This is an optimization exercise on Yosys and OpenROAD, whose aim is small area, a short achievable clock period and few clock cycles per item, not a production implementation.
Function was checked by simulation only, so behaviour that the tests miss may differ from the original.
Power is estimated from default activity; no workload was simulated.

`run.sh`:
```
#!/bin/bash
# synth_recipe.tcl (not shown) runs the flow's synth.tcl, then flattens the netlist and writes it again
# the make line also repeats each setting of config.mk as NAME=value (left out here)
make -C /OpenROAD-flow-scripts/flow DESIGN_CONFIG=/design/flow/config.mk WORK_HOME=/design/flow/orfs CLKGATE_MAP_FILE= SYNTH_SCRIPT=/design/flow/synth_recipe.tcl finish
```
`design.v`:
```
package rsa_pkg;
    typedef logic [64-1:0] rsa_word_t;
    typedef struct packed {
        logic      mode;
        rsa_word_t msg;
        rsa_word_t exp;
        rsa_word_t modulus;
    } rsa_req_t;
    typedef struct packed {
        rsa_word_t x;
        rsa_word_t y;
    } mont_op_t;
endpackage
`timescale 1ns/1ps
module rsa_modexp (
    input  logic        clk,
    input  logic        rst_n,
    input  logic        start,
    input  logic        mode,
    input  logic [63:0] msg,
    input  logic [63:0] exp,
    input  logic [63:0] modulus,
    output logic [63:0] result,
    output logic        busy,
    output logic        done
);
    localparam int L  = 2;                       
    localparam int T  = L * ((66 + L - 1) / L);  
    localparam int NC = T / L;                   
    localparam int W  = 66;                      
    typedef enum logic [2:0] {
        st_idle, st_r2, st_mul, st_cpa, st_final, st_done
    } state_t;
    typedef enum logic [2:0] {
        op_conv, op_sq, op_mul, op_fc, op_m1
    } op_t;
    state_t      state;
    op_t         op;
    logic        mode_q;
    logic [7:0]  cnt;
    logic [5:0]  k;         
    logic [63:0] e_q;       
    logic [63:0] n_q;       
    logic [64:0] c_q;       
    logic [64:0] m_q;       
    logic [64:0] x_q;       
    logic [W-1:0] s_q;      
    logic [W-1:0] k_q;      
    logic [64:0] y;
    always_comb begin
        if (op == op_mul || op == op_m1) y = m_q;
        else if (op == op_fc)            y = 65'd1;
        else                             y = c_q;
    end
    logic [L:0][W-1:0] s_a;
    logic [L:0][W-1:0] c_a;
    assign s_a[0] = s_q;
    assign c_a[0] = k_q;
    genvar j;
    generate
        for (j = 0; j < L; j++) begin : g_it
            logic [W-1:0] xy;
            logic [W-1:0] s1, c1;
            logic         q;
            logic [W:0]   a2, b2, d2, s2, c2;
            assign xy = x_q[j] ? {1'b0, y} : '0;
            assign s1 = s_a[j] ^ c_a[j] ^ xy;
            assign c1 = (s_a[j] & c_a[j]) | (s_a[j] & xy) | (c_a[j] & xy);
            assign q  = s1[0];
            assign a2 = {1'b0, s1};
            assign b2 = {c1, 1'b0};
            assign d2 = q ? {3'b000, n_q} : '0;
            assign s2 = a2 ^ b2 ^ d2;
            assign c2 = (a2 & b2) | (a2 & d2) | (b2 & d2);
            assign s_a[j+1] = s2[W:1];
            assign c_a[j+1] = c2[W-1:0];
        end
    endgenerate
    logic         cpa_mul;
    logic [W-1:0] add_a, add_b, add_s;
    logic         add_neg;
    logic [64:0]  wb;
    assign cpa_mul = (state == st_cpa);
    always_comb begin
        if (cpa_mul) begin
            add_a = s_q;
            add_b = k_q;
        end else begin
            add_a = (state == st_r2) ? {c_q, 1'b0} : {1'b0, c_q};
            add_b = ~{2'b00, n_q};
        end
    end
    assign add_s   = add_a + add_b + {{(W-1){1'b0}}, !cpa_mul};
    assign add_neg = add_s[W-1];
    assign wb      = (!cpa_mul && add_neg) ? add_a[64:0] : add_s[64:0];
    logic accept;
    assign accept = (state == st_idle) && start;
    always_ff @(posedge clk) begin
        if (!rst_n) begin
            state <= st_idle;
        end else begin
            case (state)
                st_idle:  if (start) state <= st_r2;
                st_r2:    if (cnt == 8'd0) state <= st_mul;
                st_mul:   if (cnt == 8'd0) state <= st_cpa;
                st_cpa: begin
                    if (op == op_fc || op == op_m1) state <= st_final;
                    else state <= st_mul;
                end
                st_final: state <= st_done;
                default:  state <= st_idle;
            endcase
            if (state == st_r2 && cnt == 8'd0 && !mode_q && !e_q[63])
                state <= st_final;    
        end
    end
    always_ff @(posedge clk) begin
        case (state)
            st_idle: begin
                mode_q <= mode;
                n_q    <= modulus;
                e_q    <= exp;
                m_q    <= {1'b0, exp};
                x_q    <= {1'b0, msg};
                k      <= 6'd63;
                op     <= op_conv;
                cnt    <= modulus[63] ? 8'(2 * T - 64) : 8'(2 * T - 1);
            end
            st_r2: begin
                cnt <= (cnt == 8'd0) ? 8'(NC - 1) : cnt - 8'd1;
                if (!e_q[63] && k != 6'd0) begin
                    e_q <= e_q << 1;
                    k   <= k - 6'd1;
                end
            end
            st_mul: begin
                cnt <= cnt - 8'd1;
                x_q <= x_q >> L;
            end
            st_cpa: begin
                cnt <= 8'(NC - 1);
                x_q <= wb;
                case (op)
                    op_conv: begin
                        if (mode_q) begin
                            op <= op_m1;
                        end else begin
                            m_q <= wb;
                            e_q <= e_q << 1;
                            op  <= (k == 6'd0) ? op_fc : op_sq;
                        end
                    end
                    op_sq: begin
                        if (e_q[63]) begin
                            op <= op_mul;
                        end else begin
                            e_q <= e_q << 1;
                            k   <= k - 6'd1;
                            op  <= (k == 6'd1) ? op_fc : op_sq;
                        end
                    end
                    op_mul: begin
                        e_q <= e_q << 1;
                        k   <= k - 6'd1;
                        op  <= (k == 6'd1) ? op_fc : op_sq;
                    end
                    default: ;
                endcase
            end
            default: ;
        endcase
    end
    always_ff @(posedge clk) begin
        if (accept) begin
            c_q <= modulus[63] ? {1'b0, 1'b1, 63'd0} : 65'd1;
        end else if (state == st_r2 && cnt == 8'd0 && !mode_q && !e_q[63]) begin
            c_q <= 65'd1;
        end else if (state == st_r2 || state == st_cpa || state == st_final) begin
            c_q <= wb;
        end
    end
    always_ff @(posedge clk) begin
        if (state == st_mul) begin
            s_q <= s_a[L];
            k_q <= c_a[L];
        end else begin
            s_q <= '0;
            k_q <= '0;
        end
    end
    assign result = c_q[63:0];
    assign busy   = (state != st_idle);
    assign done   = (state == st_done);
endmodule
```
`constraint.sdc`:
```
create_clock -name core_clock -period 8.0 [get_ports {clk}]
set_input_delay 1.6000 -clock core_clock [delete_from_list [all_inputs] [get_ports {clk}]]
set_output_delay 1.6000 -clock core_clock [all_outputs]
set_load 0.01 [all_outputs]
```
`config.mk`:
```
export PLATFORM = sky130hd
export DESIGN_NAME = rsa_modexp
export DESIGN_NICKNAME = rsa_modexp
export VERILOG_FILES = /design/flow/design.v
export SDC_FILE = /design/flow/constraint.sdc
export NUM_CORES = 4
export LEC_CHECK = 0
export CAP_MARGIN = 20
export CORE_MARGIN = 2
export CORE_UTILIZATION = 40
export SETUP_SLACK_MARGIN = 3
export SLEW_MARGIN = 20
```
==> flow_metrics.env, run 1 <==
export IMPL_worst_setup_path_type="reg2reg"
export IMPL_setup_slack_ps=3190
export IMPL_synth_enable_flop_cells=341
export IMPL_crit_end="c_q[36]"
export IMPL_ctsHtreeMaxLevel=2
export IMPL_holdWs_ps=528
export IMPL_viasPerCell=5.53
export IMPL_place_area_um2=36100
export IMPL_drc=0
export IMPL_hp_class="reg2reg"
export IMPL_met3_length_um=6950
export IMPL_gp_congestion=0.883
export IMPL_finalCriticalPeriod_ps=4810
export IMPL_root_buffer="clkbuf_16"
export IMPL_clk_latency_ps=620
export IMPL_path_depth=17
export IMPL_final_setup_tns_ps=0
export IMPL_cts_sinks=476
export IMPL_finalHoldViolCount=0
export IMPL_required_ps=8350
export IMPL_track_usage_pct=24.5
export IMPL_switching_power_uw=5700
export IMPL_synthArstFlopShare_pct=0
export IMPL_worst_slew_pin_transition_ps=1040
export IMPL_cts_tree="yes"
export IMPL_grt_pass1_vias=25500
export IMPL_cpLargestDelayFamily="compound AO/OA/AOI/OAI gates"
export IMPL_max_stage_delay_ps=530
export IMPL_maxCapViolations=0
export IMPL_grt_antenna_before_repair=0
export IMPL_slew_headroom_pct=30.4
export IMPL_grt_overflow=0
export IMPL_yosysSeqAreaShare_pct=39.1
export IMPL_syn_num_nets=3868
export IMPL_dieArea_um2=85000
export IMPL_final_nets=3971
export IMPL_synth_cell_area_um2=33100
export IMPL_status="no timing/DRC/antenna violations"
export IMPL_crit_buf_inv=2
export IMPL_final_cell_mix="nand2_1 (437), edfxtp_1 (341), inv_1 (293), clkdlybuf4s50_1 (261), fa_1 (257)"
export IMPL_io_pins=262
export IMPL_yosys_warnings=1
export IMPL_hpwl_um=73200
export IMPL_drt_wl_total_um=105000
export IMPL_fillers=7756
export IMPL_maxSlewViolCount=0
export IMPL_clk_pin_slew_ps=60
export IMPL_clock_path_buffers=3
export IMPL_leakage_uw=0.0167
export IMPL_cp_cell_sequence="nor2b_4 -> nand2_8 -> buf_12 -> nor2_1 -> a21oi_1 -> ha_2 -> o21ai_2 -> a2111oi_4 -> o21ai_2 -> a2111o_1 -> a31oi_2 -> nor3_1 -> o31a_1 -> mux2_4 -> buf_12 -> mux2i_1 -> nor2_1"
export IMPL_startpoint="state[2]"
export IMPL_cts_buffers=56
export IMPL_grt_max_degree=85
export IMPL_rows=105
export IMPL_drtPass1Iterations=5
export IMPL_drtIter0Drc=2020
export IMPL_period_share_pct=60.1
export IMPL_reg2regPathDepth=17
export IMPL_ant_nets=0
export IMPL_vias=25200
export IMPL_p_per_area_nw_per_um2=340
export IMPL_synth_area_per_cell_um2=9.91
export IMPL_r2r_start="state[2]"
export IMPL_preCtsSetupSlack_ps=1320
export IMPL_route_met2_wl_um=49000
export IMPL_finish_utilization_pct=47.1
export IMPL_critPathCaptureType="flip-flop"
export IMPL_area_growth_syn_to_layout_pct=16.6
export IMPL_synth_distinct_cells=68
export IMPL_startpoint_type="flip-flop"
export IMPL_netlist_instances=3339
export IMPL_ff2ff_setup_slack_ps=3190
export IMPL_core_um2=82000
export IMPL_wl_met1_um=46100
export IMPL_drive_gt1_share_pct=5.91
export IMPL_pwr_share_comb_pct=52.2
export IMPL_grt_setup_unrepaired="yes"
export IMPL_arrival_ps=5150
export IMPL_pwr_share_seq_pct=27.6
export IMPL_p_clk_share_pct=20.3
export IMPL_cts_hold_buf=0
export IMPL_mostFrequentLayoutCell="nand2_1"
export IMPL_skew_ps=15.3
export IMPL_die_w_um=292
export IMPL_ys_ff_latch=476
export IMPL_swShare_pct=43.4
export IMPL_dr_max_layer_used="met4"
export IMPL_initial_core_util_pct=40.4
export IMPL_grt_pass1_wl_um=161000
export IMPL_wire_per_inst_um=23.0
export IMPL_cp_slowest_cell="a2111o_1"
export IMPL_dieHeight_um=292
export IMPL_vdd_ir_drop_max_uv=200
export IMPL_io_buffer_count=261
export IMPL_path_max_fanout=35
export IMPL_design_area_um2=38600
export IMPL_r2r_end="c_q[36]"
export IMPL_internal_power_uw=7430
export IMPL_max_freq_ghz=0.208
export IMPL_synth_flop_cell="edfxtp_1"
export IMPL_setup_viol=0
## kinds of logic after synthesis
| logic type | Yosys count | synth area share (%) |
|---|---|---|
| buffers and inverters | 568 | 7.27 |
| multiplexers | 175 | 5.34 |
| adder cells (fa/ha/maj) | 333 | 18.5 |
| AO/OA/AOI/OAI | 633 | 12.2 |
| flip-flops | 476 | 39.1 |
| AND/OR/NAND/NOR | 1083 | 15.7 |
| XOR/XNOR | 71 | 1.88 |
## timing repair
item | 4_1_cts | 5_1_grt
setup endpoints to repair | 288 | 153
gates cloned | 2 | 2
setup buffers | 12 | 4
endpoints found under the hold margin | 0 | 0
pin swaps | 2 | 4
resized for setup | 29 | 36
## flip-flops by register name, indices dropped and copies added, names as in the netlist, 8 cells and up
| register | flops |
|---|---|
| cnt | 8 |
| e_q | 64 |
| m_q | 65 |
| x_q | 65 |
| s_q | 66 |
| k_q | 66 |
| n_q | 64 |
| c_q | 65 |
## metal layers
layer	GRT usage [%]	vias to the layer above
met4	5.57	0
li1	-	11500
met2	40.3	904
met1	34.1	12600
met5	0	-
met3	3.57	149
## final cells by class
class                      instances  area (µm²)  share of cell area (%)
antenna                            1        2.50                 0.00649
clock buffer                      79        1660                    4.31
clock inverter                    25         211                   0.548
inverter                         297        1120                    2.91
multi-input combinational       2299       18100                    46.9
sequential                       476       13000                    33.6
tap                             1070        1340                    3.47
timing repair buffer             312        3180                    8.24
## how the worst min path moves through the flow
stage | from | endpoint | slack [ps] | depth (start not counted)
2_1_floorplan | e_q[9] | e_q[10] | 510 | 1
3_3_place_gp | e_q[58] | e_q[59] | 520 | 1
3_5_place_dp | e_q[58] | e_q[59] | 520 | 1
4_1_cts | e_q[58] | e_q[59] | 530 | 1
5_1_grt | e_q[33] | e_q[34] | 550 | 1
6_report | e_q[37] | e_q[38] | 530 | 1
## power by group through the flow
stage	registers [µW]	clock network, µW	logic [µW]
after floorplan	3430	0	4630
after global placement	3680	0	6390
after detailed placement	3670	0	6450
after CTS	3620	2700	6690
after global routing	3660	2790	7590
final	3620	2660	6850
## cells in the mapped netlist, types with 15 or more instances
| cell type | instances | share of area [%] |
|---|---|---|
| nand2_1 | 441 | 5.0 |
| inv_1 | 296 | 3.4 |
| nand4_1 | 27 | 0.51 |
| nand2b_1 | 15 | 0.28 |
| and2_1 | 129 | 2.4 |
| nand3_1 | 18 | 0.27 |
| dfxtp_1 | 135 | 8.2 |
| a22o_1 | 126 | 3.3 |
| nor2b_1 | 70 | 1.3 |
| xnor2_1 | 44 | 1.2 |
| a21o_1 | 29 | 0.66 |
| and3_1 | 140 | 2.6 |
| ha_1 | 74 | 2.8 |
| mux2i_1 | 169 | 5.1 |
| edfxtp_1 | 341 | 31 |
| buf_1 | 19 | 0.22 |
| fa_1 | 259 | 16 |
| a21oi_1 | 200 | 3.0 |
| clkbuf_1 | 177 | 2.0 |
| buf_4 | 64 | 1.5 |
| xor2_1 | 27 | 0.71 |
| o21a_1 | 17 | 0.39 |
| o21ai_0 | 162 | 2.5 |
| nor2_1 | 189 | 2.1 |
## through the flow
step	power, µW	std cells
floorplan	8070	3339
global placement	10100	4433
detailed placement	10100	4433
CTS	13000	4551
global route	14000	4558
finish	13100	4559
Testbench counts, summed over its fixed seeds: cycles 434,506, ops 192.
==> inputs of run 2 (changes only) <==
--- a/config.mk
+++ b/config.mk
@@ -8,5 +8,5 @@
 export CAP_MARGIN = 20
 export CORE_MARGIN = 2
 export CORE_UTILIZATION = 40
-export SETUP_SLACK_MARGIN = 3
+export SETUP_SLACK_MARGIN = 5
 export SLEW_MARGIN = 20
==> run 2 against run 1 <==
Effect of this change:
- worst setup slack better by 410 ps
- maximum frequency up 9.3%
- clock power up 7%
- still clean
- sequential cell count unchanged
- hold slack better by 4.2 ps
- first-iteration DRC count up 41%
- synthesized cell count unchanged
==> flow_metrics.env, run 2 <==
export IMPL_ant_nets=0
export IMPL_io_buffer_count=261
export IMPL_grt_pass1_vias=28100
export IMPL_root_buffer="clkbuf_16"
export IMPL_synth_top_area_share_pct=31.0
export IMPL_mostFrequentLayoutCell="nand2_1"
export IMPL_synth_flop_cell="edfxtp_1"
export IMPL_vias=28400
export IMPL_startpoint_type="flip-flop"
export IMPL_hpwl_um=72400
export IMPL_cts_tree="yes"
export IMPL_grt_overflow=0
export IMPL_track_usage_pct=29.1
export IMPL_grt_antenna_before_repair=1
export IMPL_skew_ps=31.8
export IMPL_yosys_area_share_xor_xnor_pct=1.88
export IMPL_gp_congestion=0.898
export IMPL_drc=0
export IMPL_cts_sinks=476
export IMPL_synthMuxAreaShare_pct=5.34
export IMPL_min_from="e_q[54]"
export IMPL_grt_pass1_wl_um=185000
export IMPL_cpLargestDelayFamily="compound AO/OA/AOI/OAI gates"
export IMPL_cpMostUsedCell="buf_6"
export IMPL_reg2regPathDepth=21
export IMPL_yosysSeqAreaShare_pct=39.1
export IMPL_leakage_uw=0.0199
export IMPL_finalHoldViolCount=0
export IMPL_critPathCaptureType="flip-flop"
export IMPL_maxCapViolations=0
export IMPL_required_ps=8500
export IMPL_dieHeight_um=292
export IMPL_wire_per_inst_um=26.0
export IMPL_synth_cell_area_um2=33100
export IMPL_io_pins=262
export IMPL_synth_distinct_cells=68
export IMPL_synth_simple_area_share_pct=15.7
export IMPL_initial_core_util_pct=40.4
export IMPL_max_stage_delay_ps=390
export IMPL_p_per_area_nw_per_um2=377
export IMPL_clock_path_buffers=3
export IMPL_largest_registers="k_q (66), s_q (66)"
export IMPL_syn_num_nets=3868
export IMPL_final_cell_mix="nand2_1 (404), edfxtp_1 (341), inv_1 (285), buf_6 (223), fa_1 (204)"
export IMPL_synth_compound_gate_area_share_pct=12.2
export IMPL_final_nets=4346
export IMPL_status="no timing/DRC/antenna violations"
export IMPL_hold_depth=1
export IMPL_final_setup_tns_ps=0
export IMPL_drt_wl_total_um=129000
export IMPL_setup_slack_ps=3600
export IMPL_grt_max_degree=91
export IMPL_holdPathEnd="e_q[55]"
export IMPL_clk_latency_ps=660
export IMPL_setup_viol=0
export IMPL_synth_most_common_cell="nand2_1"
export IMPL_area_growth_syn_to_layout_pct=40.1
export IMPL_slew_headroom_pct=20.6
export IMPL_viasPerCell=5.75
export IMPL_worst_setup_path_type="reg2reg"
export IMPL_drtPass1Iterations=5
export IMPL_synthAdderAreaFrac_pct=18.5
export IMPL_synth_enable_flop_cells=341
export IMPL_cp_slowest_cell="dfxtp_4"
export IMPL_period_share_pct=55.0
export IMPL_drtIter0Drc=2854
export IMPL_ys_top_cells_by_area="edfxtp_1 (31%), fa_1 (16%), dfxtp_1 (8.2%)"
export IMPL_synthArstFlopShare_pct=0
export IMPL_dieArea_um2=85000
export IMPL_ctsHtreeMaxLevel=2
export IMPL_cts_buffers=58
export IMPL_cts_hold_buf=0
export IMPL_power_uw=17500
export IMPL_max_freq_ghz=0.227
export IMPL_worst_slew_pin_transition_ps=1180
export IMPL_netlist_instances=3339
export IMPL_core_um2=82000
export IMPL_finalCriticalPeriod_ps=4400
export IMPL_hp_class="reg2reg"
export IMPL_drive_gt1_share_pct=28.8
export IMPL_r2r_end="x_q[40]"
export IMPL_r2r_start="state[1]"
export IMPL_yosys_warnings=1
export IMPL_arrival_ps=4900
export IMPL_die_w_um=292
export IMPL_path_max_fanout=8
export IMPL_maxSlewViolCount=0
export IMPL_grt_setup_unrepaired="yes"
export IMPL_synth_top_family_by_area="adder cells"
export IMPL_preCtsSetupSlack_ps=1670
export IMPL_cp_cell_sequence="nor2b_4 -> buf_12 -> nand2_8 -> inv_6 -> a21boi_2 -> fa_2 -> fa_2 -> nand2b_4 -> a21oi_4 -> buf_6 -> buf_6 -> o2111ai_4 -> a21oi_4 -> a21boi_4 -> buf_6 -> buf_6 -> o21ai_4 -> a21o_1 -> xor2_2 -> mux2i_1 -> o21ai_1"
export IMPL_netlist_top_cells_count="nand2_1 (441), edfxtp_1 (341), inv_1 (296)"
export IMPL_vdd_ir_drop_max_uv=238
export IMPL_synth_area_per_cell_um2=9.91
export IMPL_crit_buf_inv=6
export IMPL_ys_ff_latch=476
export IMPL_holdWs_ps=532
export IMPL_n_antenna_cell=0
export IMPL_ff2ff_setup_slack_ps=3600
export IMPL_rows=105
export IMPL_yosysTopAreaCell="edfxtp_1"
export IMPL_clk_pin_slew_ps=70
run 2: cell counts after synthesis:
Identical to the previous run, type by type.
run 2: layout make-up:
| type | instances | area (µm²) |
|---|---|---|
| Clock buffer | 67 | 1580 |
| Clock inverter | 43 | 423 |
| Timing Repair Buffer | 667 | 7340 |
| Tap cell | 1070 | 1340 |
| Fill cell | 6774 | 35600 |
| Multi-Input combinational cell | 2317 | 21600 |
| Sequential cell | 476 | 13000 |
| Inverter | 297 | 1150 |
run 2: report_power, final:
group          internal [µW]  switching (µW)
logic                   5150            6010
registers               3190             292
clock network           1640            1210
total                   9980            7510
run 2: how the worst max path moves through the flow:
| stage | cells past startpoint | end | from | slack, ps |
|---|---|---|---|---|
| floorplan | 17 | s_q[23] | op[1] | 3680 |
| global placement | 16 | c_q[26] | state[1] | 1770 |
| detailed placement | 16 | c_q[21] | state[1] | 1670 |
| CTS | 18 | c_q[56] | state[1] | 3670 |
| global route | 18 | c_q[56] | state[1] | 3530 |
| finish | 21 | x_q[40] | state[1] | 3600 |
run 2: logic make-up after synthesis:
group,Yosys count
and+or+nand+nor,1083
AOI/OAI and AO/OA,633
buffers and inverters,568
DFF,476
adders and majority gates,333
muxes,175
xor gates and xnor gates,71
run 2: stage by stage:
stage / utilization, % / std cells / instance area, µm²
finish: 56.5 / 4937 / 46300
CTS: 54.7 / 4874 / 44800
floorplan: - / 3339 / 34300
detailed placement: 44.8 / 4428 / 36700
global route: 56.5 / 4937 / 46300
global placement: 44.8 / 4428 / 36700
run 2: repair_timing:
action	in CTS	in global routing
endpoints found under the setup margin	651	557
gates resized for setup	920	254
setup buffers	293	60
gates cloned	43	3
pin swaps	184	140
run 2: routing by layer:
metal  track usage, %  vias to the layer above  wire length (µm)
li1                 -                    12300                 -
met1             39.1                    14000             50400
met2             46.5                     1632             58700
met3             5.46                      361             12900
met4             11.5                        2              6470
met5                0                        -                12
==> inputs of run 3 (changes only) <==
--- a/config.mk
+++ b/config.mk
@@ -8,5 +8,4 @@
 export CAP_MARGIN = 20
 export CORE_MARGIN = 2
 export CORE_UTILIZATION = 40
-export SETUP_SLACK_MARGIN = 5
 export SLEW_MARGIN = 20
==> run 3 against run 2 <==
Effect of this change:
- worst setup slack worse by 2100 ps
- via count decreased by 12%
- area after synthesis did not move
- non-clock buffer count down 373
- hold slack better by 1.0 ps
- register-to-register slack got worse by 2100 ps
- critical path depth decreased by 4
- final area down 18%
- clock-buffer cell count grew 5
- clock power decreased by 12%
- critical path type unchanged
==> flow_metrics.env, run 3 <==
export IMPL_status="no timing/DRC/antenna violations"
export IMPL_wire_per_inst_um=22.4
export IMPL_finalCriticalPeriod_ps=6470
export IMPL_synth_enable_flop_cells=341
export IMPL_max_stage_delay_ps=780
export IMPL_startpoint_type="flip-flop"
export IMPL_maxSlewViolCount=0
export IMPL_drive_gt1_share_pct=4.30
export IMPL_dieHeight_um=292
export IMPL_initial_core_util_pct=40.4
export IMPL_route_met2_wl_um=48300
export IMPL_skew_ps=18.0
export IMPL_cp_cell_sequence="inv_1 -> nand2_4 -> buf_4 -> nand2_1 -> o21ai_0 -> ha_1 -> nand2_1 -> a2111oi_2 -> o21ai_1 -> a2111o_1 -> a31oi_1 -> nor3_1 -> o31a_1 -> mux2_4 -> buf_4 -> mux2i_1 -> nor2_1"
export IMPL_max_freq_ghz=0.155
export IMPL_worst_slew_pin_transition_ps=1060
export IMPL_root_buffer="clkbuf_16"
export IMPL_cp_slowest_cell="mux2_4"
export IMPL_cts_tree="yes"
export IMPL_wl_met1_um=44900
export IMPL_io_pins=262
export IMPL_ant_nets=0
export IMPL_post_cts_buffers=0
export IMPL_grt_max_degree=88
export IMPL_finalHoldViolCount=0
export IMPL_synth_area_per_cell_um2=9.91
export IMPL_area_growth_syn_to_layout_pct=14.4
export IMPL_vias=24900
export IMPL_n_antenna_cell=0
export IMPL_crit_buf_inv=3
export IMPL_viasPerCell=5.49
export IMPL_grt_pass1_wl_um=157000
export IMPL_cts_buffers=56
export IMPL_vdd_ir_drop_max_uv=230
export IMPL_critPathCaptureType="flip-flop"
export IMPL_drt_wl_total_um=102000
export IMPL_clk_latency_ps=620
export IMPL_setup_viol=0
export IMPL_yosys_warnings=1
export IMPL_drc=0
export IMPL_final_cell_mix="nand2_1 (437), edfxtp_1 (341), inv_1 (294), clkdlybuf4s50_1 (261), fa_1 (257)"
export IMPL_die_w_um=292
export IMPL_grt_overflow=0
export IMPL_yosysTopAreaCell="edfxtp_1"
export IMPL_hpwl_um=72000
export IMPL_cpLargestDelayFamily="compound AO/OA/AOI/OAI gates"
export IMPL_clock_path_buffers=3
export IMPL_track_usage_pct=23.8
export IMPL_cts_sinks=476
export IMPL_rows=105
export IMPL_clk_pin_slew_ps=70
export IMPL_worst_setup_path_type="reg2reg"
export IMPL_path_max_fanout=63
export IMPL_grt_setup_unrepaired="no"
export IMPL_period_share_pct=80.9
export IMPL_ys_top_cells_by_area="edfxtp_1 (31%), fa_1 (16%), dfxtp_1 (8.2%)"
export IMPL_leakage_uw=0.0164
export IMPL_place_area_um2=36100
export IMPL_gp_congestion=0.907
export IMPL_hp_class="reg2reg"
export IMPL_netlist_top_cells_count="nand2_1 (441), edfxtp_1 (341), inv_1 (296)"
export IMPL_design_area_um2=37900
export IMPL_dieArea_um2=85000
export IMPL_io_buffer_count=261
export IMPL_ys_ff_latch=476
export IMPL_dr_max_layer_used="met5"
export IMPL_slew_headroom_pct=29.5
export IMPL_grt_pass1_vias=25300
export IMPL_maxCapViolations=0
export IMPL_netlist_instances=3339
export IMPL_required_ps=8350
export IMPL_ctsHtreeMaxLevel=2
export IMPL_core_um2=82000
export IMPL_final_setup_tns_ps=0
export IMPL_synthArstFlopShare_pct=0
export IMPL_synth_top_area_share_pct=31.0
export IMPL_drtIter0Drc=1810
export IMPL_drtPass1Iterations=5
export IMPL_yosysSeqAreaShare_pct=39.1
export IMPL_synth_most_common_cell="nand2_1"
export IMPL_syn_num_nets=3868
export IMPL_final_nets=3949
export IMPL_largest_registers="k_q (66), s_q (66)"
export IMPL_p_per_area_nw_per_um2=335
export IMPL_grt_antenna_before_repair=2
export IMPL_arrival_ps=6820
export IMPL_mostFrequentLayoutCell="nand2_1"
export IMPL_synth_cell_area_um2=33100
export IMPL_cts_hold_buf=0
export IMPL_met3_length_um=6020
export IMPL_synth_distinct_cells=68
export IMPL_post_cts_resized=0
export IMPL_synth_flop_cell="edfxtp_1"
-- run 3: worst paths after layout --
check                              start  endpoint  slack [ps]  cells after the start
worst min register to register   e_q[58]   e_q[59]         530                      1
worst max-delay path            state[2]   c_q[31]        1530                     17
worst min-delay path             e_q[58]   e_q[59]         530                      1
worst max register to register  state[2]   c_q[31]        1530                     17
-- run 3: kinds of logic after synthesis --
logic type	synth area share [%]
compound gates	12.2
fa+ha+maj	18.5
buf+inv	7.27
flops	39.1
simple gates	15.7
mux	5.34
xor+xnor	1.88
-- run 3: power by group --
part           total [µW]  internal, µW  switching (µW)
registers            3630          3200             431
clock network        2500          1390            1110
logic                6560          2530            4030
-- run 3: per-stage QoR --
stage                     utilization, %  hold slack, ps  std cells  setup WS, ps  total power, µW
after floorplan                        -             512       3339          1180             8070
after global placement              44.1             514       4432          1660            10100
final                               46.2             533       4534          1530            12700
after global routing                46.2             546       4534          1020            13600
after CTS                           46.2             534       4534          1520            12700
after detailed placement            44.1             521       4432          1520            10200
-- run 3: worst register-to-register path, stage by stage (launching register included) --
cell and delay, ps:
dfxtp_1 740, inv_1 450, nand2_4 720, buf_4 420, nand2_1 80, o21ai_0 110
ha_1 290, nand2_1 120, a2111oi_2 330, o21ai_1 150, a2111o_1 500, a31oi_1 280
nor3_1 110, o31a_1 330, mux2_4 780, buf_4 480, mux2i_1 240, nor2_1 60
-- run 3: final cells by class --
cell class                      instances  area [µm²]
Sequential cell                       476       12900
Multi-Input combinational cell       2295       17800
Inverter                              297        1120
Clock buffer                           72        1510
Timing Repair Buffer                  294        2890
Fill cell                            7832       44100
Tap cell                             1070        1340
Clock inverter                         30         205
-- run 3: routing by layer --
layer / global-route usage (%) / vias up
li1: - / 11500
met1: 32.9 / 12500
met2: 39.2 / 798
met3: 3.65 / 156
met4: 6.24 / 4
met5: 0 / -

==> separate check: timing with driven ports <==
How much do the figures lean on ideal ports? The routed layouts below were timed once more, with nothing changed but the port constraints. Step 1 sets driving cells, clkbuf_16 on the clock port and buf_2 on the other inputs (assumed; they add their load-dependent delay and slew). Step 2 times the ports against the registers' clock, not the clock port: input delays grow and output delays shrink by t, the midpoint of the rising clock arrivals with the driver on. Three values: ideal ports, drivers, drivers and shift; two values: the first two.
| run | t, ns | slack for setup (ns) | latest minus earliest clock arrival (ns) |
|---|---|---|---|
| run 1 | 0.680 | 3.194 / 3.150 / 3.194 | 0.015 / 0.015 |
| run 2 | 0.720 | 3.602 / 3.602 / 3.602 | 0.032 / 0.032 |
| run 3 | 0.682 | 1.529 / 1.529 / 1.529 | 0.018 / 0.018 |
After both steps every run listed still meets setup and hold.
